Context: an optimization exercise on an open-source flow, tuned for small area, a short achievable clock period and few clock cycles per item. The choices shown serve that exercise and are no tape-out recipe.
In this exercise RTL edits were held to simulation tests only and were not proved equivalent to the original.
Power is estimated from default activity; no workload was simulated.

$ cat flow/design.v
`default_nettype none
package atb_pkg;
  localparam int WGT_W = 31;
  localparam int SUM_W = 37;
  localparam int SCL_W = 31;
  localparam int IDX_W  = 6;
  localparam int FRAC_W = 25;
  typedef struct packed {
    logic signed [31:0] weight;
    logic               not_finite;
    logic               last_weight;
  } atb_in_t;
  typedef struct packed {
    logic [IDX_W-1:0]  entry_index;
    logic [FRAC_W-1:0] pmf_value;
    logic [FRAC_W-1:0] keep_probability;
    logic [IDX_W-1:0]  alias_index;
    logic [SUM_W-1:0]  total_weight;
    logic              uniform_fallback;
    logic              overflow;
    logic              last_entry;
  } atb_out_t;
endpackage
`default_nettype wire
`default_nettype none
module atb_ram #(
  parameter int WIDTH = 8,
  parameter int DEPTH = 64,
  localparam int AW   = (DEPTH > 1) ? $clog2(DEPTH) : 1
) (
  input  wire logic             clk,
  input  wire logic             we,
  input  wire logic [AW-1:0]    waddr,
  input  wire logic [WIDTH-1:0] wdata,
  input  wire logic [AW-1:0]    raddr,
  output logic      [WIDTH-1:0] rdata
);
  logic [WIDTH-1:0] mem_r [DEPTH];
  always_ff @(posedge clk) begin
    if (we) begin
      mem_r[waddr] <= wdata;
    end
  end
  assign rdata = mem_r[raddr];
endmodule
`default_nettype wire
`default_nettype none
module atb_add #(
  parameter int W = 8
) (
  input  wire logic [W-1:0] a,
  input  wire logic [W-1:0] b,
  input  wire logic         ci,
  output logic      [W-1:0] s,
  output logic              co
);
  logic [W-1:0] g, p, x;
  logic [W:0]   c;
  always_comb begin
    x = a ^ b;
    g = a & b;
    p = x;
    for (int d = 1; d < W; d = d * 2) begin
      for (int i = W - 1; i >= d; i--) begin
        g[i] = g[i] | (p[i] & g[i-d]);
        p[i] = p[i] & p[i-d];
      end
    end
    c[0] = ci;
    for (int i = 0; i < W; i++) begin
      c[i+1] = g[i] | (p[i] & ci);
    end
  end
  assign s  = x ^ c[W-1:0];
  assign co = c[W];
endmodule
module atb_div #(
  parameter int IDW = 6,
  parameter int K   = 1,
  parameter bit R4  = 1'b1
) (
  input  wire logic                 clk,
  input  wire logic                 rst_n,
  input  wire logic                 in_v,
  input  wire logic [IDW-1:0]       in_idx,
  input  wire logic [36:0]          in_wn,
  input  wire logic [36:0]          den,
  input  wire logic [38:0]          den3,
  input  wire logic [6:0]           n,
  input  wire logic [7:0]           n2,
  input  wire logic [8:0]           n3,
  output logic                      out_v,
  output logic [IDW-1:0]            out_idx,
  output logic [30:0]               out_q,
  output logic [24:0]               out_pq
);
  localparam int STEPS  = 31;
  localparam int NMAIN  = (STEPS + K - 1) / K;
  localparam int NSTAGE = NMAIN + 1;
  logic [NSTAGE-1:0]            v_r;
  logic [NSTAGE-1:0][IDW-1:0]   idx_r;
  logic [NSTAGE-1:0][36:0]      rem_r;
  logic [NSTAGE-1:0][6:0]       nlo_r;
  logic [NSTAGE-1:0][30:0]      q_r;
  logic [NSTAGE-1:0][5:0]       srem_r;
  logic [NSTAGE-1:0][24:0]      pq_r;
  logic [36:0]                  nden;
  assign nden = ~den;
  for (genvar s = 0; s < NSTAGE; s++) begin : g_stage
    localparam int M0 = s * K;
    localparam int M1 = ((s + 1) * K < STEPS) ? (s + 1) * K : STEPS;
    localparam int S0 = (s - 1) * K;
    localparam int S1 = (s * K < STEPS) ? s * K : STEPS;
    logic              v_i;
    logic [IDW-1:0]    idx_i;
    logic [36:0]       rem_i;
    logic [6:0]        nlo_i;
    logic [30:0]       q_i;
    logic [5:0]        srem_i;
    logic [24:0]       pq_i;
    logic [36:0]       rem_o;
    logic [6:0]        nlo_o;
    logic [30:0]       q_o;
    logic [5:0]        srem_o;
    logic [24:0]       pq_o;
    if (s == 0) begin : g_first
      assign v_i    = in_v;
      assign idx_i  = in_idx;
      assign rem_i  = {7'd0, in_wn[36:7]};
      assign nlo_i  = in_wn[6:0];
      assign q_i    = '0;
      assign srem_i = '0;
      assign pq_i   = '0;
    end else begin : g_next
      assign v_i    = v_r[s-1];
      assign idx_i  = idx_r[s-1];
      assign rem_i  = rem_r[s-1];
      assign nlo_i  = nlo_r[s-1];
      assign q_i    = q_r[s-1];
      assign srem_i = srem_r[s-1];
      assign pq_i   = pq_r[s-1];
    end
    if (R4 && M0 < STEPS && M1 - M0 == 2) begin : g_main4
      logic [38:0] trial, d1, d2, d3;
      logic        ge1, ge2, ge3;
      assign trial = {rem_i, nlo_i[6:5]};
      atb_add #(.W(39)) u_s1 (.a(trial), .b({2'b11, nden}), .ci(1'b1), .s(d1), .co(ge1));
      atb_add #(.W(39)) u_s2 (.a(trial), .b({1'b1, nden, 1'b1}), .ci(1'b1), .s(d2), .co(ge2));
      atb_add #(.W(39)) u_s3 (.a(trial), .b(~den3), .ci(1'b1), .s(d3), .co(ge3));
      assign rem_o = ge3 ? d3[36:0] : ge2 ? d2[36:0] : ge1 ? d1[36:0] : trial[36:0];
      assign nlo_o = nlo_i << 2;
      assign q_o   = 31'({q_i, ge2, ge3 | (ge1 & !ge2)});
    end else if (M0 < STEPS) begin : g_main
      logic [36:0] rem_c [M1-M0+1];
      logic [M1-M0-1:0] qb;
      assign rem_c[0] = rem_i;
      for (genvar j = 0; j < M1 - M0; j++) begin : g_step
        logic [37:0] trial, diff;
        logic        ge;
        assign trial = {rem_c[j], nlo_i[6-j]};
        atb_add #(.W(38)) u_sub (
          .a(trial), .b({1'b1, nden}), .ci(1'b1), .s(diff), .co(ge));
        assign rem_c[j+1] = ge ? diff[36:0] : trial[36:0];
        assign qb[M1-M0-1-j] = ge;
      end
      assign rem_o = rem_c[M1-M0];
      assign nlo_o = nlo_i << (M1 - M0);
      assign q_o   = 31'({q_i, qb});
    end else begin : g_nomain
      assign rem_o = rem_i;
      assign nlo_o = nlo_i;
      assign q_o   = q_i;
    end
    if (s > 0 && S1 - S0 == 2) begin : g_small4
      logic [7:0] strial;
      logic [8:0] e1, e2, e3;
      logic       g1, g2, g3;
      assign strial = {srem_i, q_i[1:0]};
      assign e1     = {1'b0, strial} - {2'b0, n};
      assign e2     = {1'b0, strial} - {1'b0, n2};
      assign e3     = {1'b0, strial} - n3;
      assign g1     = !e1[8];
      assign g2     = !e2[8];
      assign g3     = !e3[8];
      assign srem_o = g3 ? e3[5:0] : g2 ? e2[5:0] : g1 ? e1[5:0] : strial[5:0];
      assign pq_o   = 25'({pq_i, g2, g3 | (g1 & !g2)});
    end else if (s > 0) begin : g_small
      logic [5:0] srem_c [S1-S0+1];
      logic [S1-S0-1:0] pb;
      assign srem_c[0] = srem_i;
      for (genvar j = 0; j < S1 - S0; j++) begin : g_sstep
        logic [6:0] strial;
        logic [7:0] sdiff;
        logic       sge;
        assign strial = {srem_c[j], q_i[S1-S0-1-j]};
        assign sdiff  = {1'b0, strial} - {1'b0, n};
        assign sge    = !sdiff[7];
        assign srem_c[j+1] = sge ? sdiff[5:0] : strial[5:0];
        assign pb[S1-S0-1-j] = sge;
      end
      assign srem_o = srem_c[S1-S0];
      assign pq_o   = 25'({pq_i, pb});
    end else begin : g_nosmall
      assign srem_o = srem_i;
      assign pq_o   = pq_i;
    end
    always_ff @(posedge clk) begin
      idx_r[s]  <= idx_i;
      rem_r[s]  <= rem_o;
      nlo_r[s]  <= nlo_o;
      q_r[s]    <= q_o;
      srem_r[s] <= srem_o;
      pq_r[s]   <= pq_o;
      if (!rst_n) v_r[s] <= 1'b0;
      else        v_r[s] <= v_i;
    end
  end
  assign out_v   = v_r[NSTAGE-1];
  assign out_idx = idx_r[NSTAGE-1];
  assign out_q   = q_r[NSTAGE-1];
  assign out_pq  = pq_r[NSTAGE-1];
endmodule
`default_nettype wire
`default_nettype none
module alias_table_builder #(
  parameter int ENTRIES       = 64,
  parameter int FRACTION_BITS = 24,
  parameter int DIV_K         = 2
) (
  input  wire logic              clk,
  input  wire logic              rst_n,
  input  wire logic              in_valid,
  output logic                   in_ready,
  input  wire logic [33:0]       in_data,
  output logic                   out_valid,
  input  wire logic              out_ready,
  output logic [101:0]           out_data
);
  localparam int AW = 6;
  localparam int NW = 7;
  localparam int SW = atb_pkg::SUM_W;
  localparam int CW = atb_pkg::SCL_W;
  localparam int WW = atb_pkg::WGT_W;
  localparam logic [24:0] ONE_FX = 25'(1) << FRACTION_BITS;
  typedef enum logic [1:0] {
    S_LOAD, S_WAIT, S_PREP, S_BUILD
  } state_t;
  atb_pkg::atb_in_t in_d;
  assign in_d = atb_pkg::atb_in_t'(in_data);
  state_t            state_r;
  logic              in_ready_r;
  logic [NW-1:0]     acc_r;
  logic              iq_v_r;
  logic [WW-1:0]     iq_w_r;
  logic [NW-1:0]     iq_a_r;
  logic [SW-1:0]     sum_r;
  logic              drop_r;
  logic [NW-1:0]     n_r;
  logic [SW-1:0]     tot_r;
  logic [SW+1:0]     tot3_r;       
  logic              uni_r;
  logic              ovf_r;
  logic [AW-1:0]     f_r;
  logic [NW-1:0]     fl_r;
  logic              a_v_r;
  logic [AW-1:0]     a_i_r;
  logic [WW-1:0]     a_w_r;
  logic              b_v_r;
  logic [AW-1:0]     b_i_r;
  logic [SW-1:0]     b_s_r, b_c_r;
  logic              c_v_r;
  logic [AW-1:0]     c_i_r;
  logic [SW-1:0]     c_wn_r;
  logic [NW:0]       n2_r;         
  logic [NW+1:0]     n3_r;
  logic [NW-1:0]     rc_r;
  logic              dd_r;         
  logic [ENTRIES-1:0] avs_r, avl_r, paired_r;
  logic              ts_v_r, tl_v_r;
  logic [AW-1:0]     ts_i_r, tl_i_r;
  logic              hs_v_r, hl_v_r, pd_v_r, cu_v_r;
  logic [AW-1:0]     hs_i_r, hl_i_r, pd_i_r, cu_i_r;
  logic [23:0]       hs_val_r, pd_val_r;
  logic [CW-1:0]     hl_val_r, cu_val_r;
  logic              o_act_r;
  logic [AW-1:0]     o_i_r;
  logic              o_last_r;
  logic              out_valid_r;
  atb_pkg::atb_out_t out_data_r;
  logic          wm_we;
  logic [AW-1:0] wm_wa, wm_ra;
  logic [WW-1:0] wm_wd, wm_rd;
  atb_ram #(.WIDTH(WW), .DEPTH(ENTRIES)) u_wm (
    .clk(clk), .we(wm_we), .waddr(wm_wa), .wdata(wm_wd), .raddr(wm_ra), .rdata(wm_rd));
  logic [CW-1:0] sc_mem [ENTRIES];
  logic          sc_we;
  logic [AW-1:0] sc_wa, sc_raa;
  logic [CW-1:0] sc_wd, sc_rda;
  logic          d_v;
  logic [AW-1:0] d_i;
  logic [CW-1:0] d_q;
  logic [24:0]   d_pq;
  atb_div #(.IDW(AW), .K(DIV_K), .R4(1'b1)) u_div (
    .clk(clk), .rst_n(rst_n), .in_v(c_v_r), .in_idx(c_i_r), .in_wn(c_wn_r),
    .den(tot_r), .den3(tot3_r), .n(n_r), .n2(n2_r), .n3(n3_r),
    .out_v(d_v), .out_idx(d_i), .out_q(d_q), .out_pq(d_pq));
  function automatic logic [2:0] top8(input logic [7:0] v);
    top8 = '0;
    for (int i = 0; i < 8; i++) begin
      if (v[i]) top8 = 3'(i);
    end
  endfunction
  function automatic logic [AW-1:0] top64(input logic [63:0] v);
    logic [7:0] any;
    logic [2:0] grp;
    for (int g = 0; g < 8; g++) any[g] = |v[8*g +: 8];
    grp   = top8(any);
    top64 = {grp, top8(v[8*grp +: 8])};
  endfunction
  function automatic logic [2*SW-1:0] csa(input logic [SW-1:0] x, y, z);
    csa = {x ^ y ^ z, SW'({(x & y) | (x & z) | (y & z)} << 1)};
  endfunction
  logic [SW-1:0] pp [7];
  logic [SW-1:0] pp_s, pp_c, wn_sum;
  logic [SW-1:0] s1, c1, s2, c2, s3, c3, s4, c4;
  always_comb begin
    for (int k = 0; k < 7; k++) pp[k] = n_r[k] ? (SW'(a_w_r) << k) : '0;
    {s1, c1} = csa(pp[0], pp[1], pp[2]);
    {s2, c2} = csa(pp[3], pp[4], pp[5]);
    {s3, c3} = csa(s1, c1, s2);
    {s4, c4} = csa(s3, c3, c2);
    {pp_s, pp_c} = csa(s4, c4, pp[6]);
  end
  logic wn_co;
  atb_add #(.W(SW)) u_wn (.a(b_s_r), .b(b_c_r), .ci(1'b0), .s(wn_sum), .co(wn_co));
  logic [SW+1:0] tot3;
  logic          tot3_co;
  logic [SW-1:0] tot_new;
  assign tot_new = sum_zero ? SW'(acc_r) : sum_r;
  atb_add #(.W(SW+2)) u_tot3 (.a({2'b0, tot_new}), .b({1'b0, tot_new, 1'b0}), .ci(1'b0),
                              .s(tot3), .co(tot3_co));
  logic [SW-1:0] sum_add;
  logic          sum_co;
  atb_add #(.W(SW)) u_sum (.a(sum_r), .b(SW'(iq_w_r)), .ci(1'b0), .s(sum_add), .co(sum_co));
  logic [AW-1:0]      s_i, l_i;
  logic [23:0]        s_val;
  logic [CW-1:0]      l_val, vsum;
  logic               vsum_co;
  logic               vsmall, s_ok, l_ok, step, take_s, take_l, cons_s, cons_l, want_s;
  assign s_ok   = pd_v_r || hs_v_r;
  assign l_ok   = cu_v_r || hl_v_r;
  assign step   = (state_r == S_BUILD) && s_ok && l_ok;
  assign cons_s = step && !pd_v_r;
  assign cons_l = step && !cu_v_r;
  assign want_s = (!hs_v_r || cons_s) && ts_v_r;
  assign take_s = (state_r == S_BUILD) && want_s;
  assign take_l = (state_r == S_BUILD) && (!hl_v_r || cons_l) && tl_v_r && !want_s;
  logic byp_s, byp_l, d_small;
  assign d_small = (d_q[CW-1:24] == '0);
  assign byp_s  = (state_r == S_BUILD) && (!hs_v_r || cons_s) && !ts_v_r && d_v && d_small;
  assign byp_l  = (state_r == S_BUILD) && (!hl_v_r || cons_l) && !tl_v_r && d_v && !d_small;
  logic s_empty, l_empty, build_end;
  assign s_empty   = !pd_v_r && !hs_v_r && !ts_v_r;
  assign l_empty   = !cu_v_r && !hl_v_r && !tl_v_r;
  assign build_end = (state_r == S_BUILD) && dd_r && (s_empty || l_empty);
  assign s_i    = pd_v_r ? pd_i_r : hs_i_r;
  assign s_val  = pd_v_r ? pd_val_r : hs_val_r;
  assign l_i    = cu_v_r ? cu_i_r : hl_i_r;
  assign l_val  = cu_v_r ? cu_val_r : hl_val_r;
  atb_add #(.W(CW)) u_pair (.a(l_val), .b(CW'(s_val)), .ci(1'b0), .s(vsum), .co(vsum_co));
  assign vsmall = (vsum[CW-1:25] == '0);
  logic          pw_v_r;
  logic [AW-1:0] pw_a_r;
  logic [29:0]   pw_d_r;
  always_ff @(posedge clk) begin
    if (sc_we) sc_mem[sc_wa] <= sc_wd;
    if (pw_v_r) sc_mem[pw_a_r][29:0] <= pw_d_r;
  end
  assign sc_rda = sc_mem[sc_raa];
  logic [ENTRIES-1:0] avs_nxt, avl_nxt;
  always_comb begin
    avs_nxt = avs_r;
    avl_nxt = avl_r;
    if (take_s) avs_nxt[ts_i_r] = 1'b0;
    if (take_l) avl_nxt[tl_i_r] = 1'b0;
    if (d_v) begin
      avs_nxt[d_i] = d_small && !byp_s;
      avl_nxt[d_i] = !d_small && !byp_l;
    end
    if (state_r == S_PREP) begin
      avs_nxt = '0;
      avl_nxt = '0;
    end
  end
  logic [ENTRIES-1:0] avs_rest, avl_rest;
  logic               ss_v, sl_v, ts_v_nxt, tl_v_nxt;
  logic [AW-1:0]      ss_i, sl_i, ts_i_nxt, tl_i_nxt;
  assign avs_rest = avs_r & ~(ENTRIES'(1) << ts_i_r);
  assign avl_rest = avl_r & ~(ENTRIES'(1) << tl_i_r);
  assign ss_v     = |avs_rest;
  assign sl_v     = |avl_rest;
  assign ss_i     = top64(avs_rest);
  assign sl_i     = top64(avl_rest);
  logic               bs_v, bl_v;
  logic [AW-1:0]      bs_i, bl_i;
  always_comb begin
    bs_v = take_s ? ss_v : ts_v_r;
    bs_i = take_s ? ss_i : ts_i_r;
    bl_v = take_l ? sl_v : tl_v_r;
    bl_i = take_l ? sl_i : tl_i_r;
    ts_v_nxt = bs_v || (d_v && d_small && !byp_s);
    ts_i_nxt = bs_v ? bs_i : d_i;
    tl_v_nxt = bl_v || (d_v && !d_small && !byp_l);
    tl_i_nxt = bl_v ? bl_i : d_i;
    if (state_r == S_PREP) begin
      ts_v_nxt = 1'b0;
      tl_v_nxt = 1'b0;
    end
  end
  logic accept;
  logic [WW-1:0] w_in;
  assign accept = in_valid && in_ready_r;
  assign w_in   = (!in_d.not_finite && !in_d.weight[31]) ? in_d.weight[WW-1:0] : '0;
  assign sc_raa = o_act_r ? o_i_r : (want_s ? ts_i_r : tl_i_r);
  logic [AW-1:0] top_i;
  logic          sum_zero;
  assign top_i    = AW'(acc_r - NW'(1));
  assign sum_zero = (sum_r == '0);
  logic [AW-1:0] wm_ra_r, f_nxt, o_i_nxt;
  logic          o_act_nxt;
  always_comb begin
    f_nxt = f_r;
    if (state_r == S_PREP)                       f_nxt = AW'(acc_r - NW'(2));
    else if (state_r == S_BUILD && fl_r != '0)   f_nxt = f_r - AW'(1);
    o_act_nxt = o_act_r;
    o_i_nxt   = o_i_r;
    if (build_end) begin
      o_act_nxt = 1'b1;
      o_i_nxt   = '0;
    end else if (o_adv) begin
      o_act_nxt = !o_last_r;
      o_i_nxt   = o_inc;
    end
  end
  assign wm_ra = wm_ra_r;
  logic          o_adv;
  assign o_adv = o_act_r && (!out_valid_r || out_ready);
  state_t        state_nxt;
  always_comb begin
    state_nxt = state_r;
    unique case (state_r)
      S_LOAD:  if (accept && in_d.last_weight) state_nxt = S_WAIT;
      S_WAIT:  if (!o_act_r) state_nxt = S_PREP;
      S_PREP:  state_nxt = S_BUILD;
      S_BUILD: if (build_end) state_nxt = S_LOAD;
      default: state_nxt = S_LOAD;
    endcase
  end
  logic [NW-1:0] acc_inc;
  logic [AW-1:0] o_inc;
  logic          ir_aa, ir_an, ir_na, ir_nn, o_done_adv;
  assign acc_inc    = acc_r + NW'(1);
  assign o_inc      = o_i_r + AW'(1);
  assign o_done_adv = o_last_r;
  assign ir_nn = acc_r[NW-1] || !o_act_r || (acc_r < {1'b0, o_i_r});
  assign ir_na = acc_r[NW-1] || o_done_adv || !o_act_r || (acc_r < {1'b0, o_inc});
  assign ir_an = acc_inc[NW-1] || !o_act_r || (acc_inc < {1'b0, o_i_r});
  assign ir_aa = acc_inc[NW-1] || o_done_adv || !o_act_r || (acc_inc < {1'b0, o_inc});
  always_comb begin
    wm_we = 1'b0;
    wm_wa = iq_a_r[AW-1:0];
    wm_wd = iq_w_r;
    sc_we = 1'b0;
    sc_wa = d_i;
    sc_wd = d_q;
    if (iq_v_r && !iq_a_r[NW-1]) wm_we = 1'b1;
    if (d_v) begin
      wm_we = 1'b1;
      wm_wa = d_i;
      wm_wd = WW'(d_pq);
      sc_we = 1'b1;
    end
  end
  always_ff @(posedge clk) begin
    if (accept) begin
      iq_w_r <= w_in;
      iq_a_r <= acc_r;
    end
    a_i_r  <= (state_r == S_PREP) ? top_i : f_r;
    a_w_r  <= ((state_r == S_PREP) ? sum_zero : uni_r) ? WW'(1) : wm_rd;
    b_i_r  <= a_i_r;
    b_s_r  <= pp_s;
    b_c_r  <= pp_c;
    c_i_r  <= b_i_r;
    c_wn_r <= wn_sum;
    if (state_r == S_PREP) begin
      n_r   <= acc_r;
      tot_r  <= tot_new;
      tot3_r <= tot3;
      n2_r   <= {acc_r, 1'b0};
      n3_r   <= {1'b0, acc_r, 1'b0} + {2'b0, acc_r};
      uni_r <= sum_zero;
      ovf_r <= drop_r;
    end
    wm_ra_r <= o_act_nxt ? o_i_nxt : (state_nxt == S_PREP) ? top_i : f_nxt;
    pw_a_r  <= s_i;
    pw_d_r  <= {l_i, s_val};
    avs_r  <= avs_nxt;
    avl_r  <= avl_nxt;
    ts_v_r <= ts_v_nxt;
    tl_v_r <= tl_v_nxt;
    ts_i_r <= ts_i_nxt;
    tl_i_r <= tl_i_nxt;
    if (state_r == S_PREP) begin
      paired_r <= '0;
      pd_v_r   <= 1'b0;
      cu_v_r   <= 1'b0;
      hs_v_r   <= 1'b0;
      hl_v_r   <= 1'b0;
    end
    if (take_s) begin
      hs_v_r   <= 1'b1;
      hs_i_r   <= ts_i_r;
      hs_val_r <= sc_rda[23:0];
    end else if (byp_s) begin
      hs_v_r   <= 1'b1;
      hs_i_r   <= d_i;
      hs_val_r <= d_q[23:0];
    end else if (cons_s) begin
      hs_v_r   <= 1'b0;
    end
    if (take_l) begin
      hl_v_r   <= 1'b1;
      hl_i_r   <= tl_i_r;
      hl_val_r <= sc_rda;
    end else if (byp_l) begin
      hl_v_r   <= 1'b1;
      hl_i_r   <= d_i;
      hl_val_r <= d_q;
    end else if (cons_l) begin
      hl_v_r   <= 1'b0;
    end
    if (step) begin
      paired_r[s_i] <= 1'b1;
      pd_v_r        <= vsmall;
      cu_v_r        <= !vsmall;
      pd_i_r        <= l_i;
      cu_i_r        <= l_i;
      pd_val_r      <= vsum[23:0];
      cu_val_r      <= {vsum[CW-1:24] - 7'd1, vsum[23:0]};
    end
    if (o_adv) begin
      out_data_r.entry_index      <= o_i_r;
      out_data_r.pmf_value        <= wm_rd[24:0];
      out_data_r.keep_probability <= paired_r[o_i_r] ? {1'b0, sc_rda[23:0]} : ONE_FX;
      out_data_r.alias_index      <= paired_r[o_i_r] ? sc_rda[29:24] : o_i_r;
      out_data_r.total_weight     <= tot_r;
      out_data_r.uniform_fallback <= uni_r;
      out_data_r.overflow         <= ovf_r;
      out_data_r.last_entry       <= o_last_r;
    end
    if (!rst_n) begin
      state_r     <= S_LOAD;
      in_ready_r  <= 1'b0;
      acc_r       <= '0;
      iq_v_r      <= 1'b0;
      sum_r       <= '0;
      drop_r      <= 1'b0;
      fl_r        <= '0;
      dd_r        <= 1'b0;
      a_v_r       <= 1'b0;
      b_v_r       <= 1'b0;
      c_v_r       <= 1'b0;
      rc_r        <= '0;
      o_act_r     <= 1'b0;
      o_i_r       <= '0;
      o_last_r    <= 1'b0;
      out_valid_r <= 1'b0;
      pw_v_r      <= 1'b0;
    end else begin
      pw_v_r  <= step;
      state_r <= state_nxt;
      if (state_r == S_PREP)             acc_r <= '0;
      else if (accept && !acc_r[NW-1])   acc_r <= acc_inc;
      if (state_r != S_LOAD || state_nxt != S_LOAD) in_ready_r <= 1'b0;
      else if (accept)
        in_ready_r <= o_adv ? ir_aa : ir_an;
      else
        in_ready_r <= o_adv ? ir_na : ir_nn;
      iq_v_r <= accept;
      if (iq_v_r) begin
        if (iq_a_r[NW-1]) drop_r <= 1'b1;
        else              sum_r  <= sum_add;
      end
      if (state_r == S_PREP) begin
        sum_r  <= '0;
        drop_r <= 1'b0;
      end
      a_v_r <= (state_r == S_PREP) || ((state_r == S_BUILD) && (fl_r != '0));
      b_v_r <= a_v_r;
      c_v_r <= b_v_r;
      if (state_r == S_PREP) begin
        f_r  <= AW'(acc_r - NW'(2));
        fl_r <= acc_r - NW'(1);
        rc_r <= acc_r;
        dd_r <= 1'b0;
      end else if (state_r == S_BUILD) begin
        if (fl_r != '0) begin
          f_r  <= f_r - AW'(1);
          fl_r <= fl_r - NW'(1);
        end
        if (d_v) rc_r <= rc_r - NW'(1);
        if (d_v && rc_r == NW'(1)) dd_r <= 1'b1;
      end
      if (build_end) begin
        o_act_r  <= 1'b1;
        o_i_r    <= '0;
        o_last_r <= (n_r == NW'(1));
      end else if (o_adv) begin
        o_act_r  <= !o_last_r;
        o_i_r    <= o_inc;
        o_last_r <= ({1'b0, o_inc} == n_r - NW'(1));
      end
      if (o_adv)          out_valid_r <= 1'b1;
      else if (out_ready) out_valid_r <= 1'b0;
    end
  end
  assign in_ready  = in_ready_r;
  assign out_valid = out_valid_r;
  assign out_data  = 102'(out_data_r);
endmodule
`default_nettype wire
$ cat flow/run.sh
#!/bin/bash
# synth_recipe.tcl (not shown) runs the flow's synth.tcl, then flattens the netlist and writes it again
# the make line also repeats each setting of config.mk as NAME=value (left out here)
make -C /OpenROAD-flow-scripts/flow DESIGN_CONFIG=/design/flow/config.mk WORK_HOME=/design/flow/orfs CLKGATE_MAP_FILE= SYNTH_SCRIPT=/design/flow/synth_recipe.tcl finish
$ cat flow/config.mk
export PLATFORM = sky130hd
export DESIGN_NAME = alias_table_builder
export DESIGN_NICKNAME = alias_table_builder
export VERILOG_FILES = /design/flow/design.v
export SDC_FILE = /design/flow/constraint.sdc
export NUM_CORES = 4
export LEC_CHECK = 0
export ABC_CLOCK_PERIOD_IN_PS = 1000
export CAP_MARGIN = 20
export CORE_MARGIN = 2
export CORE_UTILIZATION = 40
export SETUP_SLACK_MARGIN = 3.0
export SLEW_MARGIN = 20
export TNS_END_PERCENT = 5
$ cat flow/constraint.sdc
create_clock -name core_clock -period 8.0 [get_ports {clk}]
set_input_delay 1.6000 -clock core_clock [delete_from_list [all_inputs] [get_ports {clk}]]
set_output_delay 1.6000 -clock core_clock [all_outputs]
set_load 0.01 [all_outputs]
==> results of run 1 <==
-- metal layers --
metal,part of all wire,wire (µm),track usage,up-vias
met2,0.44,554000,0.424,13700
met1,0.40,499000,0.361,135000
met5,0.00025,316,0,-
met4,0.056,69300,0.130,44
met3,0.099,123000,0.0559,2722
li1,-,-,-,120000
-- repair_timing --
item / CTS / global route
resized for setup: 71 / 167
pin swaps: 9 / 27
buffers inserted: 23 / 23
gates cloned: 3 / 2
setup endpoints to repair: 677 / 671
-- logic make-up after synthesis --
logic type      Yosys count
simple gates           8568
mux                    1264
compound gates         9254
buf+inv                2829
xor+xnor               1664
fa+ha+maj              2383
flops                  6050
other cells               1
-- sequential cells by signal (all words and copies together) (netlist names), 38 cells and up, named ones only --
register,cells
sc_mem,1984
u_div.rem_r,555
paired_r,64
avl_r,64
avs_r,64
tot3_r,38
out_data_r,102
u_div.pq_r,181
u_wm.mem_r,1984
u_div.q_r,302
u_div.idx_r,102
u_div.srem_r,90
-- layout by cell type (no fill, tap or decap), types with 208 or more instances in the layout --
cell type	Yosys	routed
and2_1	417	416
and3_1	288	288
dfxtp_1	1727	1652
mux4_2	912	912
o21ai_0	1873	1808
nor2b_1	319	311
o21a_1	310	305
edfxtp_1	4323	4323
clkbuf_16	0	678
a31oi_1	338	323
fa_1	209	208
nand2b_1	333	330
o211ai_1	285	285
a22o_1	1505	1504
a211oi_1	414	411
inv_1	831	752
ha_1	2174	2167
a21o_1	946	943
nand3_1	829	825
xnor2_1	1074	1074
nor2_1	1614	1420
buf_4	37	589
nor3_1	354	338
nand2_1	3774	3764
a21oi_1	1963	1944
xor2_1	589	587
-- critical path: cells and delay by family, from the launching register on --
kind,cells,cell delay [ns]
AO/OA/AOI/OAI,6,2.59
flip-flops,1,0.38
AND/OR/NAND/NOR,2,0.94
buffers and inverters,3,1.01
multiplexers,1,0.23
-- layout make-up --
| class | count | area (µm²) |
|---|---|---|
| flip-flops and latches | 6050 | 165000 |
| inverters | 841 | 3270 |
| clock inverters | 317 | 3500 |
| multi-input cells | 23100 | 175000 |
| diodes | 45 | 113 |
| repair buffers | 817 | 7370 |
| clock buffers | 908 | 18400 |
| fillers | 79600 | 480000 |
| well taps | 11500 | 14400 |
-- final timing paths --
check / startpoint / end / cells past startpoint
hold reg to reg: u_div.idx_r[13] / u_div.idx_r[19] / 0
setup / recovery: pd_v_r / out_data_r[42] / 12
setup reg to reg: pd_v_r / out_data_r[42] / 12
hold / removal: u_div.idx_r[13] / u_div.idx_r[19] / 0
-- where the power goes --
part / internal [mW] / switching (mW)
clock: 17.5 / 13.7
sequential: 37.1 / 5.18
combinational: 24.5 / 35.3
total: 79.0 / 54.2
==> metrics.cfg, run 1 <==
[setup_path]
ff2ff_setup_slack_ns=2.63
path_class=flop to flop
crit_arrival_ns=6.40
crit_fanout=39
crit_slowest_cell=a32oi_1
slowest_delay_ns=0.81
crit_chain=buf_6, o31ai_2, nand2_1, a21oi_4, o21ai_4, buf_4, buf_4, a311oi_1, a31oi_1, a32oi_1, and3_1, mux2_2
end_kind=flop
start_kind=flop
crit_required_ns=9.03
critPathMostFrequentCell=buf_4

[synthesis]
synth_xor_area_frac=0.0419
synth_most_common_cell=edfxtp_1
synth_top_family_by_area=compound AO/OA/AOI/OAI gates
synth_warnings=10
synth_edf_count=4323
syn_avg_cell_area_um2=10.9
synthCells=32000
synth_area_leaders=edfxtp_1, dfxtp_1, ha_1
synthMuxAreaShare=0.0698
ys_types=123
synth_compound_area_frac=0.181
synthAdderAreaFrac=0.0903
async_flop_share=0
synth-main-ff-cell=edfxtp_1
yosysSeqAreaShare=0.473
synthTopCellsByCount=edfxtp_1, nand2_1, ha_1
syn_area_mm2=0.348
yosysTopAreaCell=edfxtp_1
ys_seq_elements=6050
synthSimpleGateAreaFrac=0.112
synth_top_area_share=0.373

[floorplanning]
dieArea_mm2=0.877
coreArea_mm2=0.867
start_util=0.401
die-height_um=936
io_pins=142
rows=342
dieWidth_um=936

[cts]
path_clk_slew_ns=0.06
clkSinkCount=6050
cts_max_level=6
clk-insertion-delay-late_ns=1.17
cts.path.max_buffers=4
cts-root-buf=clkbuf_16
hold_buffers=0
cts_tree=yes
numCtsBuffers=666

[route]
num_vias=271000
wirelength_mm=1250
drc_errors=0
drt_pass1_iterations=7
drtIter0Drc=31700
drtAntennaViolNets=0
wl_per_cell_um=28.6
via_per_inst=6.21

[pwr]
p_leak_nw=148
power_density_mw_per_mm2=344
vdd_drop_max_mv=0.372
finalPower_mw=133

[global_route]
grt_pass1_vias=259000
track_usage=0.272
antenna_found_initial=91
grt_max_degree=152
grt_overflow=0
grt_pass1_wl_mm=1780

[timing]
max_freq_mhz=186
finClkSkew_ns=0.136
hold_violations=0
setup_slack_ns=2.63
fin_crit_ns=5.37
grt_setup_unrepaired=yes
setup_violations=0
holdWs_ns=0.288
tightest_slew_ns=1.28
setup_tns_ns=0
slew_violations=0
period_share=0.671
relSlewSlack=0.148

[hold_path]
hp-class=flop to flop

[final_layout]
layout-area-overhead-vs-synth_pct=11.3
final_cells=43600
finish.utilization=0.446
nets=33900
design_area_mm2=0.387
final_layout_size_suffix_gt1_frac=0.109

[placed_design]
hpwl_mm=808
dp_cells=42300
placement.io_buffers=141
place_area_mm2=0.363
place_ws_ns=2.01
globalplace.congestion=0.937

[run]
drv_cap=0

[outcome]
outcome=timing/DRC/antenna clean

Testbench counts, summed over its fixed seeds: cycles 3,818, items 1,134.
==> inputs of run 2 (changes only) <==
--- a/flow/design.v
+++ b/flow/design.v
@@ -61,9 +61,11 @@
     g = a & b;
     p = x;
     for (int d = 1; d < W; d = d * 2) begin
-      for (int i = W - 1; i >= d; i--) begin
-        g[i] = g[i] | (p[i] & g[i-d]);
-        p[i] = p[i] & p[i-d];
+      for (int i = W - 1; i >= 0; i--) begin
+        if ((i / d) % 2 == 1) begin
+          g[i] = g[i] | (p[i] & g[(i / d) * d - 1]);
+          p[i] = p[i] & p[(i / d) * d - 1];
+        end
       end
     end
     c[0] = ci;
==> run 2 against run 1 <==
Count of clock-buffer cells in the layout shrank 21. Largest power group unchanged. Die area down 4.1%. First-iteration DRC count shrank 10%. Design area down 3.2%. Critical path depth up 7. Now fails the layout checks on max-capacitance violations, max-slew violations. Total power is 6.6% lower. Sequential share of layout area is 1.4 points higher. Non-clock buffer count up 97.
==> metrics.cfg, run 2 <==
[floorplanning]
coreArea_mm2=0.831
start_util=0.401
rows=335
io_pins=142
die-height_um=917
dieArea_mm2=0.841
dieWidth_um=917

[timing]
fin_crit_ns=5.16
period_share=0.645
setup_tns_ns=0
setup_violations=0
holdWs_ns=0.282
grt_setup_unrepaired=yes
slew_violations=7
hold_violations=0
max_freq_mhz=194
finClkSkew_ns=0.105
relSlewSlack=-0.229
tightest_slew_ns=1.83

[setup_path]
crit_slowest_cell=nand4_1
end_kind=flop
slowest_delay_ns=0.49
timing.rr.end=tot3_r[37]
crit_chain=nor4_4, nand4_1, nor3_4, a21oi_2, inv_1, ha_1, a21o_1, a21o_1, a21o_1, a21oi_2, o211a_1, o21ai_4, a31oi_4, nor2_1, a21o_1, o41a_1, a211o_1, a21oi_4, mux2i_1
reg2reg_from=sum_r[32]
path_buf_inv=1
critPathMostFrequentCell=a21o_1
crit_arrival_ns=6.08
crit_fanout=8
start_kind=flop
crit_required_ns=8.92
path_class=flop to flop
reg2regPathDepth=19
cp_top_family=compound AO/OA/AOI/OAI gates
ff2ff_setup_slack_ns=2.84

[cts]
cts_max_level=6
hold_buffers=0
path_clk_slew_ns=0.06
clkSinkCount=6050
numCtsBuffers=667
clk-insertion-delay-late_ns=1.15
cts-root-buf=clkbuf_16
cts_tree=yes
cts.path.max_buffers=4

[final_layout]
n_fill_cell=74800
reg_top3=sc_mem: 1984 flops, u_wm.mem_r: 1984 flops, u_div.rem_r: 555 flops
layout-area-overhead-vs-synth_pct=12.4
final_common_cell=edfxtp_1
final_cells=40100
final_layout_size_suffix_gt1_frac=0.137
seq_area_mm2=0.165
nets=30800
finish.utilization=0.451
multiInputGateArea_mm2=0.163
layout_common_cells=edfxtp_1, nand2_1, ha_1

[global_route]
track_usage=0.263
grt_max_degree=158
grt_overflow=0
grt_pass1_vias=237000
grt_pass1_wl_mm=1640
antenna_found_initial=76

[synthesis]
synth_edf_count=4323
ys_types=120
async_flop_share=0
synth_area_leaders=edfxtp_1, dfxtp_1, ha_1
yosysSeqAreaShare=0.493
synth_top_area_share=0.389
yosysTopAreaCell=edfxtp_1
ys_seq_elements=6050
synthCells=28600
synth-main-ff-cell=edfxtp_1
synth_most_common_cell=edfxtp_1
synthTopCellsByCount=edfxtp_1, nand2_1, ha_1
syn_area_mm2=0.333
syn_avg_cell_area_um2=11.7
synth_warnings=10

[pwr]
finalPower_mw=124
vdd_drop_max_mv=0.260
power.internal_mw=76.5
p_leak_nw=142
power_switching_mw=47.9
seq_power_share=0.338
power_switching_share=0.385
clock_power_share=0.247
comb_power_share=0.415
power_density_mw_per_mm2=332

[placed_design]
dp_cells=38700
placement.io_buffers=141
hpwl_mm=723
globalplace.congestion=0.924

[hold_path]
hold_depth=0
whs_endpoint=u_div.q_r[504]
holdCritStartpoint=u_div.q_r[473]
hp-class=flop to flop

[run]
drv_cap=1

[outcome]
outcome=complete, but fails checks
failed_checks=max-capacitance violations, max-slew violations

[route]
drtIter0Drc=28400
via_per_inst=6.10
wl_per_cell_um=28.7
drtAntennaViolNets=0
drt_pass1_iterations=6
drc_errors=0
num_vias=245000
wirelength_mm=1150

[run 2: stage by stage]
step                      cell area, µm²  setup slack (ns)
after floorplan                   333000              2.95
after global placement            349000              1.64
after detailed placement          350000              1.70
after CTS                         373000              2.79
after global routing              374000              2.75
final                             375000              2.84
[run 2: power by group through the flow]
stage / clock [mW] / combinational, mW / sequential, mW
final: 30.8 / 51.7 / 42.0
after floorplan: 0 / 39.2 / 39.4
after detailed placement: 0 / 49.6 / 42.5
after global routing: 32.4 / 57.3 / 42.2
after CTS: 31.1 / 50.5 / 41.9
after global placement: 0 / 48.8 / 42.6
[run 2: how the worst max path moves through the flow]
stage | slack, ns | end | depth (start not counted) | from
finish | 2.84 | tot3_r[37] | 19 | sum_r[32]
global route | 2.75 | tot3_r[36] | 20 | sum_r[32]
CTS | 2.79 | u_div.rem_r[41] | 16 | tot_r[0]
detailed placement | 1.70 | u_div.rem_r[138] | 17 | tot_r[1]
global placement | 1.64 | u_div.rem_r[416] | 17 | tot_r[1]
floorplan | 2.95 | flop | 5 | out_ready
[run 2: final cells by class]
cell class / instances / area share
sequential: 6050 / 0.440
multi-input combinational: 20000 / 0.434
clock buffer: 887 / 0.0481
tap: 11100 / 0.0372
timing repair buffer: 914 / 0.0230
clock inverter: 328 / 0.00929
inverter: 741 / 0.00801
antenna: 60 / 0.000401
timing repair inverter: 1 / 0.0000134
[run 2: logic make-up (layout without fill, tap and decap cells)]
family	after synthesis	count (layout)	synth area share
xor gates and xnor gates	1456	1456	0.0383
DFF	6050	6050	0.493
muxes	1765	1765	0.0977
adders and majority gates	2411	2411	0.0960
other	1	65	0.0000113
AOI/OAI and AO/OA	7237	7248	0.146
and+or+nand+nor	7110	7115	0.0990
buffers and inverters	2539	2871	0.0295
[run 2: metal layers]
metal  track usage  part of all wire
met5      0.000283           0.00020
met4         0.122             0.053
met3        0.0568             0.099
met2         0.407              0.44
met1         0.353              0.40
[run 2: repair_timing]
| item | 4_1_cts | 5_1_grt |
|---|---|---|
| setup buffers | 49 | 45 |
| pin swaps | 26 | 37 |
| cloned | 8 | 14 |
| resized for setup | 181 | 270 |
| setup endpoints to repair | 690 | 668 |
Testbench counts of run 2, summed over its fixed seeds: cycles 3,818, items 1,134.
==> inputs of run 3 (changes only) <==
--- a/flow/design.v
+++ b/flow/design.v
@@ -77,22 +77,19 @@
   assign co = c[W];
 endmodule
 module atb_div #(
-  parameter int IDW = 6,
   parameter int K   = 1,
   parameter bit R4  = 1'b1
 ) (
   input  wire logic                 clk,
   input  wire logic                 rst_n,
   input  wire logic                 in_v,
-  input  wire logic [IDW-1:0]       in_idx,
   input  wire logic [36:0]          in_wn,
   input  wire logic [36:0]          den,
   input  wire logic [38:0]          den3,
-  input  wire logic [6:0]           n,
-  input  wire logic [7:0]           n2,
-  input  wire logic [8:0]           n3,
+  input  wire logic [8:0]           nn1,    
+  input  wire logic [8:0]           nn2,
+  input  wire logic [8:0]           nn3,
   output logic                      out_v,
-  output logic [IDW-1:0]            out_idx,
   output logic [30:0]               out_q,
   output logic [24:0]               out_pq
 );
@@ -100,7 +97,6 @@
   localparam int NMAIN  = (STEPS + K - 1) / K;
   localparam int NSTAGE = NMAIN + 1;
   logic [NSTAGE-1:0]            v_r;
-  logic [NSTAGE-1:0][IDW-1:0]   idx_r;
   logic [NSTAGE-1:0][36:0]      rem_r;
   logic [NSTAGE-1:0][6:0]       nlo_r;
   logic [NSTAGE-1:0][30:0]      q_r;
@@ -114,7 +110,6 @@
     localparam int S0 = (s - 1) * K;
     localparam int S1 = (s * K < STEPS) ? s * K : STEPS;
     logic              v_i;
-    logic [IDW-1:0]    idx_i;
     logic [36:0]       rem_i;
     logic [6:0]        nlo_i;
     logic [30:0]       q_i;
@@ -127,7 +122,6 @@
     logic [24:0]       pq_o;
     if (s == 0) begin : g_first
       assign v_i    = in_v;
-      assign idx_i  = in_idx;
       assign rem_i  = {7'd0, in_wn[36:7]};
       assign nlo_i  = in_wn[6:0];
       assign q_i    = '0;
@@ -135,7 +129,6 @@
       assign pq_i   = '0;
     end else begin : g_next
       assign v_i    = v_r[s-1];
-      assign idx_i  = idx_r[s-1];
       assign rem_i  = rem_r[s-1];
       assign nlo_i  = nlo_r[s-1];
       assign q_i    = q_r[s-1];
@@ -176,11 +169,11 @@
     if (s > 0 && S1 - S0 == 2) begin : g_small4
       logic [7:0] strial;
       logic [8:0] e1, e2, e3;
-      logic       g1, g2, g3;
+      logic       g1, g2, g3, c1, c2, c3;
       assign strial = {srem_i, q_i[1:0]};
-      assign e1     = {1'b0, strial} - {2'b0, n};
-      assign e2     = {1'b0, strial} - {1'b0, n2};
-      assign e3     = {1'b0, strial} - n3;
+      atb_add #(.W(9)) u_e1 (.a({1'b0, strial}), .b(nn1), .ci(1'b0), .s(e1), .co(c1));
+      atb_add #(.W(9)) u_e2 (.a({1'b0, strial}), .b(nn2), .ci(1'b0), .s(e2), .co(c2));
+      atb_add #(.W(9)) u_e3 (.a({1'b0, strial}), .b(nn3), .ci(1'b0), .s(e3), .co(c3));
       assign g1     = !e1[8];
       assign g2     = !e2[8];
       assign g3     = !e3[8];
@@ -192,11 +185,11 @@
       assign srem_c[0] = srem_i;
       for (genvar j = 0; j < S1 - S0; j++) begin : g_sstep
         logic [6:0] strial;
-        logic [7:0] sdiff;
+        logic [8:0] sdiff;
         logic       sge;
         assign strial = {srem_c[j], q_i[S1-S0-1-j]};
-        assign sdiff  = {1'b0, strial} - {1'b0, n};
-        assign sge    = !sdiff[7];
+        assign sdiff  = {2'b0, strial} + nn1;
+        assign sge    = !sdiff[8];
         assign srem_c[j+1] = sge ? sdiff[5:0] : strial[5:0];
         assign pb[S1-S0-1-j] = sge;
       end
@@ -207,7 +200,6 @@
       assign pq_o   = pq_i;
     end
     always_ff @(posedge clk) begin
-      idx_r[s]  <= idx_i;
       rem_r[s]  <= rem_o;
       nlo_r[s]  <= nlo_o;
       q_r[s]    <= q_o;
@@ -218,7 +210,6 @@
     end
   end
   assign out_v   = v_r[NSTAGE-1];
-  assign out_idx = idx_r[NSTAGE-1];
   assign out_q   = q_r[NSTAGE-1];
   assign out_pq  = pq_r[NSTAGE-1];
 endmodule
@@ -265,16 +256,14 @@
   logic [AW-1:0]     f_r;
   logic [NW-1:0]     fl_r;
   logic              a_v_r;
-  logic [AW-1:0]     a_i_r;
   logic [WW-1:0]     a_w_r;
   logic              b_v_r;
-  logic [AW-1:0]     b_i_r;
   logic [SW-1:0]     b_s_r, b_c_r;
   logic              c_v_r;
-  logic [AW-1:0]     c_i_r;
   logic [SW-1:0]     c_wn_r;
-  logic [NW:0]       n2_r;         
-  logic [NW+1:0]     n3_r;
+  logic [NW+1:0]     nn1_r;        
+  logic [NW+1:0]     nn2_r;
+  logic [NW+1:0]     nn3_r;
   logic [NW-1:0]     rc_r;
   logic              dd_r;         
   logic [ENTRIES-1:0] avs_r, avl_r, paired_r;
@@ -302,10 +291,12 @@
   logic [AW-1:0] d_i;
   logic [CW-1:0] d_q;
   logic [24:0]   d_pq;
-  atb_div #(.IDW(AW), .K(DIV_K), .R4(1'b1)) u_div (
-    .clk(clk), .rst_n(rst_n), .in_v(c_v_r), .in_idx(c_i_r), .in_wn(c_wn_r),
-    .den(tot_r), .den3(tot3_r), .n(n_r), .n2(n2_r), .n3(n3_r),
-    .out_v(d_v), .out_idx(d_i), .out_q(d_q), .out_pq(d_pq));
+  atb_div #(.K(DIV_K), .R4(1'b1)) u_div (
+    .clk(clk), .rst_n(rst_n), .in_v(c_v_r), .in_wn(c_wn_r),
+    .den(tot_r), .den3(tot3_r), .nn1(nn1_r), .nn2(nn2_r), .nn3(nn3_r),
+    .out_v(d_v), .out_q(d_q), .out_pq(d_pq));
+  logic [AW-1:0] d_i_r;
+  assign d_i = d_i_r;
   function automatic logic [2:0] top8(input logic [7:0] v);
     top8 = '0;
     for (int i = 0; i < 8; i++) begin
@@ -338,8 +329,10 @@
   logic [SW+1:0] tot3;
   logic          tot3_co;
   logic [SW-1:0] tot_new;
+  logic [NW+1:0] acc3;
   assign tot_new = sum_zero ? SW'(acc_r) : sum_r;
-  atb_add #(.W(SW+2)) u_tot3 (.a({2'b0, tot_new}), .b({1'b0, tot_new, 1'b0}), .ci(1'b0),
+  assign acc3    = {1'b0, acc_r, 1'b0} + {2'b0, acc_r};
+  atb_add #(.W(SW+2)) u_tot3 (.a({2'b0, sum_r}), .b({1'b0, sum_r, 1'b0}), .ci(1'b0),
                               .s(tot3), .co(tot3_co));
   logic [SW-1:0] sum_add;
   logic          sum_co;
@@ -369,8 +362,8 @@
   assign s_val  = pd_v_r ? pd_val_r : hs_val_r;
   assign l_i    = cu_v_r ? cu_i_r : hl_i_r;
   assign l_val  = cu_v_r ? cu_val_r : hl_val_r;
-  atb_add #(.W(CW)) u_pair (.a(l_val), .b(CW'(s_val)), .ci(1'b0), .s(vsum), .co(vsum_co));
-  assign vsmall = (vsum[CW-1:25] == '0);
+  atb_add #(.W(CW)) u_pair (.a(l_val), .b({7'h7f, s_val}), .ci(1'b0), .s(vsum), .co(vsum_co));
+  assign vsmall = (vsum[CW-1:24] == '0);
   logic          pw_v_r;
   logic [AW-1:0] pw_a_r;
   logic [29:0]   pw_d_r;
@@ -488,19 +481,19 @@
       iq_w_r <= w_in;
       iq_a_r <= acc_r;
     end
-    a_i_r  <= (state_r == S_PREP) ? top_i : f_r;
     a_w_r  <= ((state_r == S_PREP) ? sum_zero : uni_r) ? WW'(1) : wm_rd;
-    b_i_r  <= a_i_r;
     b_s_r  <= pp_s;
     b_c_r  <= pp_c;
-    c_i_r  <= b_i_r;
     c_wn_r <= wn_sum;
+    if (state_r == S_PREP) d_i_r <= top_i;
+    else if (d_v)          d_i_r <= d_i_r - AW'(1);
     if (state_r == S_PREP) begin
       n_r   <= acc_r;
       tot_r  <= tot_new;
-      tot3_r <= tot3;
-      n2_r   <= {acc_r, 1'b0};
-      n3_r   <= {1'b0, acc_r, 1'b0} + {2'b0, acc_r};
+      tot3_r <= sum_zero ? (SW+2)'(acc3) : tot3;
+      nn1_r  <= -{2'b0, acc_r};
+      nn2_r  <= -{1'b0, acc_r, 1'b0};
+      nn3_r  <= -acc3;
       uni_r <= sum_zero;
       ovf_r <= drop_r;
     end
@@ -549,7 +542,7 @@
       pd_i_r        <= l_i;
       cu_i_r        <= l_i;
       pd_val_r      <= vsum[23:0];
-      cu_val_r      <= {vsum[CW-1:24] - 7'd1, vsum[23:0]};
+      cu_val_r      <= vsum;
     end
     if (o_adv) begin
       out_data_r.entry_index      <= o_i_r;
--- a/flow/config.mk
+++ b/flow/config.mk
@@ -9,6 +9,6 @@
 export CAP_MARGIN = 20
 export CORE_MARGIN = 2
 export CORE_UTILIZATION = 40
-export SETUP_SLACK_MARGIN = 3.0
+export SETUP_SLACK_MARGIN = 4.0
 export SLEW_MARGIN = 20
-export TNS_END_PERCENT = 5
+export TNS_END_PERCENT = 10
==> run 3 against run 2 <==
Now clean on timing, DRC and antenna. Via count is 0.70% higher. Utilization is 3.1 points higher. Sequential cell count fell by 106. Synthesized area down 1.1%. Cell count is 0.68% lower. Register-to-register slack better by 0.73 ns. Routed wire length grew 1.5%. Clock power down 1%. Critical path depth decreased by 13. Non-clock buffer count is 1058 higher. Worst setup slack better by 0.73 ns. Clock skew increased by 0.055 ns. Largest cell class is now multi-input gates. Largest power group unchanged.
==> metrics.cfg, run 3 <==
[outcome]
outcome=timing/DRC/antenna clean

[run]
drv_cap=0

[setup_path]
path_class=flop to flop
end_kind=flop
start_kind=flop
crit_arrival_ns=5.44
ff2ff_setup_slack_ns=3.57
reg2reg_from=d_i_r[0]
reg2regPathDepth=6
crit_fanout=15
timing.rr.end=sc_mem[18][0]
crit_required_ns=9.01

[final_layout]
layout_common_cells=edfxtp_1, ha_1, nand2_1
layout-area-overhead-vs-synth_pct=20.1
final_common_cell=edfxtp_1
multiInputGateArea_mm2=0.171
final_layout_size_suffix_gt1_frac=0.215
reg_top3=sc_mem: 1984 flops, u_wm.mem_r: 1984 flops, u_div.rem_r: 555 flops
design_area_mm2=0.396
n_fill_cell=71100
finish.utilization=0.482
nets=30900
seq_area_mm2=0.163

[synthesis]
synth-main-ff-cell=edfxtp_1
syn_avg_cell_area_um2=12.0
synthTopCellsByCount=edfxtp_1, ha_1, nand2_1
synth_most_common_cell=edfxtp_1
yosysTopAreaCell=edfxtp_1
ys_types=107
syn_area_mm2=0.330
async_flop_share=0
synthCells=27400
synth_top_area_share=0.395
synth_area_leaders=edfxtp_1, dfxtp_1, ha_1
synth_edf_count=4337
ys_seq_elements=5944
synth_warnings=11
yosysSeqAreaShare=0.493

[cts]
hold_buffers=0
numCtsBuffers=653
clk-insertion-delay-late_ns=1.21
cts.path.max_buffers=4
clkSinkCount=5944
cts_max_level=6
cts-root-buf=clkbuf_16
cts_tree=yes
path_clk_slew_ns=0.06

[hold_path]
hold_depth=0
holdCritStartpoint=u_div.q_r[480]
whs_endpoint=u_div.q_r[511]
hp-class=flop to flop

[timing]
finClkSkew_ns=0.160
grt_setup_unrepaired=yes
relSlewSlack=0.0634
slew_violations=0
tightest_slew_ns=1.39
fin_crit_ns=4.43
setup_tns_ns=0
period_share=0.554
setup_violations=0
hold_violations=0
max_freq_mhz=226

[floorplanning]
start_util=0.401
die-height_um=912
coreArea_mm2=0.822
dieWidth_um=912
rows=333
io_pins=142
dieArea_mm2=0.831

[pwr]
clock_power_share=0.223
comb_power_share=0.475
seq_power_share=0.302
power_density_mw_per_mm2=344
power_switching_share=0.390
power_switching_mw=53.1
vdd_drop_max_mv=0.294
p_leak_nw=142
power.internal_mw=83.1

[placed_design]
hpwl_mm=693
globalplace.congestion=0.907
place_area_mm2=0.347
placement.io_buffers=141

[global_route]
grt_pass1_wl_mm=1640
antenna_found_initial=71
grt_max_degree=144
grt_pass1_vias=243000
grt_overflow=0
track_usage=0.263

[route]
drt_pass1_iterations=9
wl_per_cell_um=29.3
via_per_inst=6.18
wirelength_mm=1170
drtIter0Drc=27200
drtAntennaViolNets=0
num_vias=246000
drc_errors=0

run 3: what timing repair did:
item,4_1_cts,5_1_grt
setup buffers,691,321
endpoints found under the setup margin,2854,3515
gates resized for setup,1903,1014
cloned,144,76
pin swaps,505,475
run 3: worst max path at each step:
| stage | start | to | slack [ns] | cells after the start |
|---|---|---|---|---|
| 2_1_floorplan | out_ready | flop | 2.94 | 5 |
| 3_3_place_gp | state_r[1] | hl_val_r[4] | 1.46 | 13 |
| 3_5_place_dp | state_r[1] | hl_val_r[4] | 1.71 | 15 |
| 4_1_cts | d_i_r[0] | avl_r[48] | 3.57 | 10 |
| 5_1_grt | tot_r[1] | u_div.rem_r[240] | 3.47 | 23 |
| 6_report | d_i_r[0] | sc_mem[18][0] | 3.57 | 6 |
run 3: area by class of cell:
| type | count | share of cell area |
|---|---|---|
| Sequential cell | 5944 | 0.411 |
| Timing Repair Buffer | 1972 | 0.0598 |
| Clock inverter | 322 | 0.00877 |
| Tap cell | 10900 | 0.0344 |
| Multi-Input combinational cell | 19000 | 0.432 |
| Timing Repair inverter | 8 | 0.000206 |
| Antenna cell | 58 | 0.000367 |
| Inverter | 753 | 0.00834 |
| Clock buffer | 877 | 0.0451 |
run 3: stage by stage:
stage | hold slack [ns] | total power, mW | cells | setup slack, ns
after floorplan | 0.310 | 78.8 | 27400 | 2.94
after global placement | 0.310 | 90.4 | 37300 | 1.46
after detailed placement | 0.312 | 91.4 | 37300 | 1.71
after CTS | 0.195 | 130 | 39400 | 3.57
after global routing | 0.204 | 143 | 39800 | 3.47
final | 0.179 | 136 | 39800 | 3.57
run 3: logic make-up (layout without fill, tap and decap cells):
family / Yosys count / count (layout) / share of synthesized area
multiplexers: 1759 / 1759 / 0.0986
flip-flops: 5944 / 5944 / 0.493
XOR/XNOR: 1426 / 1426 / 0.0380
adder cells (fa/ha/maj): 2490 / 2490 / 0.102
buffers and inverters: 2464 / 3932 / 0.0288
AND/OR/NAND/NOR: 5854 / 5872 / 0.0839
other: 1 / 63 / 0.0000114
AO/OA/AOI/OAI: 7448 / 7458 / 0.156
run 3: power groups by stage:
stage | sequential, mW | clock, mW | combinational (mW)
6_report | 41.1 | 30.4 | 64.7
5_1_grt | 41.4 | 31.9 | 70.2
4_1_cts | 40.9 | 30.7 | 58.1
3_5_place_dp | 41.5 | 0 | 50.0
3_3_place_gp | 41.5 | 0 | 49.0
2_1_floorplan | 39.0 | 0 | 39.8
run 3: critical path, cell delays in order (launching register included):
cell      delay (ns)
edfxtp_1        0.54
inv_1           0.43
nand2_1         0.54
nor2_2          1.03
nand2_1         0.57
nor2_2          0.99
a22o_1          0.24
run 3: metal layers:
metal  global-route usage  vias up  wire (µm)
met2                0.428    12700     538000
li1                     -   107000          -
met4                0.132       18      76300
met1                0.337   124000     448000
met5                    0        -        116
met3               0.0504     2995     106000
Testbench counts of run 3, summed over its fixed seeds: cycles 3,818, items 1,134.
==> inputs of run 4 (changes only) <==
--- a/flow/design.v
+++ b/flow/design.v
@@ -445,7 +445,7 @@
     state_nxt = state_r;
     unique case (state_r)
       S_LOAD:  if (accept && in_d.last_weight) state_nxt = S_WAIT;
-      S_WAIT:  if (!o_act_r) state_nxt = S_PREP;
+      S_WAIT:  if (!o_act_r || (o_adv && o_last_r)) state_nxt = S_PREP;
       S_PREP:  state_nxt = S_BUILD;
       S_BUILD: if (build_end) state_nxt = S_LOAD;
       default: state_nxt = S_LOAD;
==> run 4 against run 3 <==
Still clean. Register-to-register slack gained 0.02 ns. Global-route usage up 0.095 points. Synthesized cell count grew 2.3%.
==> metrics.cfg, run 4 <==
[timing]
max_freq_mhz=227
finClkSkew_ns=0.159
grt_setup_unrepaired=yes
period_share=0.552
holdWs_ns=0.180
setup_violations=0
tightest_slew_ns=1.39
hold_violations=0
slew_violations=0
setup_slack_ns=3.59
setup_tns_ns=0
fin_crit_ns=4.41
relSlewSlack=0.0657

[cts]
path_clk_slew_ns=0.06
cts_max_level=6
numCtsBuffers=646
hold_buffers=0
clk-insertion-delay-late_ns=1.21
clkSinkCount=5944
cts-root-buf=clkbuf_16
cts_tree=yes
cts.path.max_buffers=4

[synthesis]
ys_seq_elements=5944
synthTopCellsByCount=edfxtp_1, nand2_1, ha_1
syn_area_mm2=0.332
syn_avg_cell_area_um2=11.9
synthCells=28000
ys_types=120
yosysSeqAreaShare=0.489
synth_top_area_share=0.392
synth_edf_count=4337
yosysTopAreaCell=edfxtp_1
synth_area_leaders=edfxtp_1, dfxtp_1, ha_1
async_flop_share=0
synth-main-ff-cell=edfxtp_1
synth_warnings=11
synth_most_common_cell=edfxtp_1

[placed_design]
globalplace.congestion=0.935
dp_cells=38000
placement.io_buffers=141
hpwl_mm=714
place_ws_ns=2.13

[global_route]
grt_overflow=0
grt_pass1_vias=244000
grt_max_degree=140
antenna_found_initial=57
grt_pass1_wl_mm=1650
track_usage=0.264

[setup_path]
reg2regPathDepth=17
path_class=flop to flop
end_kind=flop
crit_fanout=7
start_kind=flop
crit_arrival_ns=5.37
crit_required_ns=8.96

[route]
drt_pass1_iterations=18
via_per_inst=6.19
wirelength_mm=1170
drtAntennaViolNets=0
wl_per_cell_um=29.2
drc_errors=0
drtIter0Drc=30000
num_vias=248000

[pwr]
comb_power_share=0.472
power_density_mw_per_mm2=346
power_switching_mw=53.7
vdd_drop_max_mv=0.319
power.internal_mw=81.3
power_switching_share=0.398
seq_power_share=0.305
p_leak_nw=147
clock_power_share=0.224

[final_layout]
final_common_cell=edfxtp_1
n_fill_cell=72500
final_cells=40100
final_layout_size_suffix_gt1_frac=0.192
layout_common_cells=edfxtp_1, nand2_1, ha_1
layout-area-overhead-vs-synth_pct=17.4
reg_top3=sc_mem: 1984 flops, u_wm.mem_r: 1984 flops, u_div.rem_r: 555 flops
nets=31200
finish.utilization=0.471

[floorplanning]
io_pins=142
rows=334
die-height_um=915
start_util=0.401
coreArea_mm2=0.827
dieArea_mm2=0.838
dieWidth_um=915

[run]
drv_cap=0

[hold_path]
hp-class=flop to flop
hold_depth=0

[outcome]
outcome=timing/DRC/antenna clean

-- run 4: cell count changes in the layout (fill, tap and decap cells not counted), moves of 47 or more --
cell / before / now
mux2_2: 184 / 241
nor3_1: 341 / 388
buf_16: 135 / 80
o21ai_1: 186 / 125
nand2_1: 1750 / 2256
nor2_1: 1333 / 1212
buf_4: 1138 / 1006
a211oi_4: 115 / 64
a22o_1: 1694 / 1474
nand3_1: 258 / 499
a211oi_2: 225 / 159
o21ai_0: 1064 / 1220
buf_12: 262 / 189
a211oi_1: 190 / 269
-- run 4: kinds of logic after synthesis --
logic type | synth area share
AO/OA/AOI/OAI | 0.152
XOR/XNOR | 0.0369
adder cells (fa/ha/maj) | 0.101
buffers and inverters | 0.0292
flip-flops | 0.489
multiplexers | 0.0986
other | 0.0000113
AND/OR/NAND/NOR | 0.0931
-- run 4: repair_timing --
item / in CTS / in global routing
setup buffers: 473 / 292
gates resized for setup: 1309 / 816
cloned: 113 / 58
setup endpoints to repair: 1941 / 1731
pin swaps: 307 / 281
-- run 4: path summary, 6_finish.rpt --
| check | from | slack, ns | end |
|---|---|---|---|
| worst max-delay path | cu_v_r | 3.59 | out_data_r[44] |
| worst min-delay path | u_div.q_r[443] | 0.18 | u_div.q_r[475] |
| worst max register to register | cu_v_r | 3.59 | out_data_r[44] |
| worst min register to register | u_div.q_r[443] | 0.18 | u_div.q_r[475] |
-- run 4: stage by stage --
stage          cell area [µm²]  total power [mW]
3_5_place_dp            348000              94.3
5_1_grt                 390000               142
3_3_place_gp            348000              93.5
6_report                390000               135
2_1_floorplan           333000              80.0
4_1_cts                 382000               131
-- run 4: layout make-up --
class                   instances  area (µm²)  area share
flip-flops and latches       5944      163000       0.417
multi-input cells           19600      170000       0.436
inverters                     761        3390     0.00869
clock inverters               335        3550     0.00910
well taps                   10900       13700      0.0351
diodes                         24        60.1    0.000154
repair buffers               1659       18800      0.0483
repair inverters               14         123    0.000315
clock buffers                 840       17700      0.0453
-- run 4: power by group through the flow --
stage / combinational, mW / clock [mW] / sequential [mW]
2_1_floorplan: 41.2 / 0 / 38.8
3_3_place_gp: 51.9 / 0 / 41.6
3_5_place_dp: 52.7 / 0 / 41.6
4_1_cts: 59.5 / 30.5 / 41.0
5_1_grt: 69.2 / 31.7 / 41.4
6_report: 63.7 / 30.2 / 41.1
-- run 4: routing by layer --
layer	track usage	part of all wire
met1	0.348	0.39
met2	0.412	0.44
met3	0.0587	0.10
met4	0.131	0.063
met5	0.00294	0.00039
-- run 4: worst max-delay path, stage by stage (launching register included) --
cell	delay [ns]
edfxtp_1	0.49
nor2_4	0.05
o31a_1	0.36
nor3_4	0.22
a21oi_4	0.06
o21ai_4	0.17
buf_12	0.17
buf_16	0.17
buf_4	0.14
buf_4	0.13
buf_16	0.14
mux4_2	0.51
nor2b_1	0.16
a211oi_1	0.55
a21oi_1	0.12
a21oi_2	0.23
a21oi_1	0.16
mux2_2	0.33
Testbench counts of run 4, summed over its fixed seeds: cycles 3,804, items 1,134.
==> inputs of run 5 (changes only) <==
--- a/flow/config.mk
+++ b/flow/config.mk
@@ -9,6 +9,8 @@
 export CAP_MARGIN = 20
 export CORE_MARGIN = 2
 export CORE_UTILIZATION = 40
+export CTS_CLUSTER_DIAMETER = 150
+export CTS_CLUSTER_SIZE = 20
 export SETUP_SLACK_MARGIN = 4.0
 export SLEW_MARGIN = 20
 export TNS_END_PERCENT = 10
==> run 5 against run 4 <==
Still clean. Design area fell by 3.4%. Clock skew rose by 0.036 ns. Register-to-register slack got worse by 0.06 ns. Die area did not move. Sequential cell count did not move. Worst setup slack got worse by 0.061 ns. Utilization fell by 1.6 points. Critical path type unchanged. Highest routed layer unchanged.
==> metrics.cfg, run 5 <==
[setup_path]
reg2reg_from=cu_v_r
crit_required_ns=8.86
crit_fanout=8
path_class=flop to flop
crit_arrival_ns=5.33
reg2regPathDepth=20
timing.rr.end=hs_val_r[8]
ff2ff_setup_slack_ns=3.53
start_kind=flop
end_kind=flop

[pwr]
vdd_drop_max_mv=0.252
power_density_mw_per_mm2=325
finalPower_mw=122
p_leak_nw=141

[synthesis]
synth_warnings=11
syn_avg_cell_area_um2=11.9
yosysSeqAreaShare=0.489
synthTopCellsByCount=edfxtp_1, nand2_1, ha_1
syn_area_mm2=0.332
async_flop_share=0
synth-main-ff-cell=edfxtp_1
synth_edf_count=4337
synth_top_area_share=0.392
yosysTopAreaCell=edfxtp_1
synth_most_common_cell=edfxtp_1
ys_seq_elements=5944
synthCells=28000
synth_area_leaders=edfxtp_1, dfxtp_1, ha_1
ys_types=120

[route]
drt_pass1_iterations=7
drtIter0Drc=30500
num_vias=245000
wl_per_cell_um=29.4
drc_errors=0
via_per_inst=6.22
wirelength_mm=1160
drtAntennaViolNets=0

[floorplanning]
io_pins=142
dieArea_mm2=0.838
dieWidth_um=915
coreArea_mm2=0.827
die-height_um=915
rows=334
start_util=0.401

[final_layout]
layout_common_cells=edfxtp_1, nand2_1, ha_1
nets=30800
reg_top3=sc_mem: 1984 flops, u_wm.mem_r: 1984 flops, u_div.rem_r: 555 flops
final_layout_size_suffix_gt1_frac=0.172
layout-area-overhead-vs-synth_pct=13.4
design_area_mm2=0.377
final_common_cell=edfxtp_1
n_fill_cell=73700

[cts]
cts.path.max_buffers=4
clkSinkCount=5944
cts_tree=yes
hold_buffers=0
cts-root-buf=clkbuf_16
clk-insertion-delay-late_ns=1.14
cts_max_level=5
path_clk_slew_ns=0.10
numCtsBuffers=339

[placed_design]
place_area_mm2=0.348
globalplace.congestion=0.935
placement.io_buffers=141
hpwl_mm=714

[global_route]
grt_overflow=0
grt_pass1_wl_mm=1640
antenna_found_initial=55
grt_pass1_vias=240000
track_usage=0.263
grt_max_degree=140

[hold_path]
whs_endpoint=u_div.q_r[412]
hold_depth=0
hp-class=flop to flop
holdCritStartpoint=u_div.q_r[379]

[timing]
hold_violations=0
slew_violations=0
fin_crit_ns=4.47
relSlewSlack=0.0494
setup_tns_ns=0
period_share=0.559
tightest_slew_ns=1.42
holdWs_ns=0.142
finClkSkew_ns=0.195
setup_violations=0
max_freq_mhz=224
grt_setup_unrepaired=yes

[outcome]
outcome=timing/DRC/antenna clean

[run]
drv_cap=0

==> run 5: cell counts after synthesis <==
Identical to the previous run, type by type.
==> run 5: how the worst max path moves through the flow <==
stage | end | depth (start not counted) | slack [ns] | from
2_1_floorplan | n_r[0] | 6 | 3.13 | state_r[1]
3_3_place_gp | u_div.rem_r[552] | 16 | 2.08 | tot_r[2]
3_5_place_dp | u_div.rem_r[552] | 16 | 2.13 | tot_r[2]
4_1_cts | tl_i_r[1] | 13 | 3.58 | tl_i_r[0]
5_1_grt | hl_val_r[30] | 17 | 3.47 | pd_v_r
6_report | hs_val_r[8] | 20 | 3.53 | cu_v_r
==> run 5: power by group <==
part,internal [mW],switching [mW]
Clock,8.10,10.7
Combinational,27.3,35.1
Sequential,36.4,4.75
==> run 5: worst max-delay path, cell delays in order (launching register included) <==
cell and delay, ns:
edfxtp_1 0.37, buf_4 0.14, nor2_4 0.03, buf_4 0.14
o31ai_4 0.27, nand2_2 0.14, a21oi_4 0.18, o21ai_4 0.08
buf_6 0.14, buf_12 0.13, buf_16 0.17, buf_12 0.15
buf_16 0.16, buf_12 0.14, buf_16 0.14, mux4_2 0.47
mux2i_4 0.34, a211oi_1 0.20, a211oi_2 0.39, a21oi_2 0.08
mux2_2 0.29
==> run 5: cell families after synthesis <==
kind of cell | count (synthesis) | synth area share
compound gates | 7353 | 0.152
simple gates | 6556 | 0.0931
flops | 5944 | 0.489
buf+inv | 2495 | 0.0292
fa+ha+maj | 2490 | 0.101
mux | 1776 | 0.0986
xor+xnor | 1398 | 0.0369
other cells | 1 | 0.0000113
==> run 5: final cells by class <==
cell class,instances,area [µm²],area share
sequential,5944,163000,0.432
clock buffer,482,9110,0.0242
multi-input combinational,19600,169000,0.449
antenna,32,80.1,0.000213
inverter,761,3370,0.00896
clock inverter,39,609,0.00162
tap,10900,13700,0.0363
timing repair buffer,1611,17800,0.0473
timing repair inverter,12,98.8,0.000262
==> run 5: routing by layer <==
metal | GRT usage | wire length (µm) | vias up
met3 | 0.0551 | 112000 | 2568
met4 | 0.123 | 70700 | 16
li1 | - | - | 107000
met2 | 0.413 | 517000 | 12600
met1 | 0.349 | 460000 | 123000
met5 | 0.00147 | 265 | -
==> run 5: what timing repair did <==
action                     4_1_cts  5_1_grt
setup endpoints to repair     2022     1900
cloned                         106       53
pin swaps                      256      224
buffers inserted               469      258
resized for setup             1235      693
==> run 5: metrics by stage <==
stage                      util  setup slack, ns  cells
after floorplan               -             3.13  28000
after detailed placement  0.421             2.13  38000
after global placement    0.421             2.08  38000
final                     0.455             3.53  39400
after CTS                 0.447             3.58  39100
after global routing      0.455             3.47  39400

Setup slack of run 5, layout unchanged: 3.527 ns with ideal ports, 3.527 ns with driving cells assumed (clock clkbuf_16, inputs buf_2), 3.209 ns with port delays also shifted by the 1.186 ns mid clock arrival.
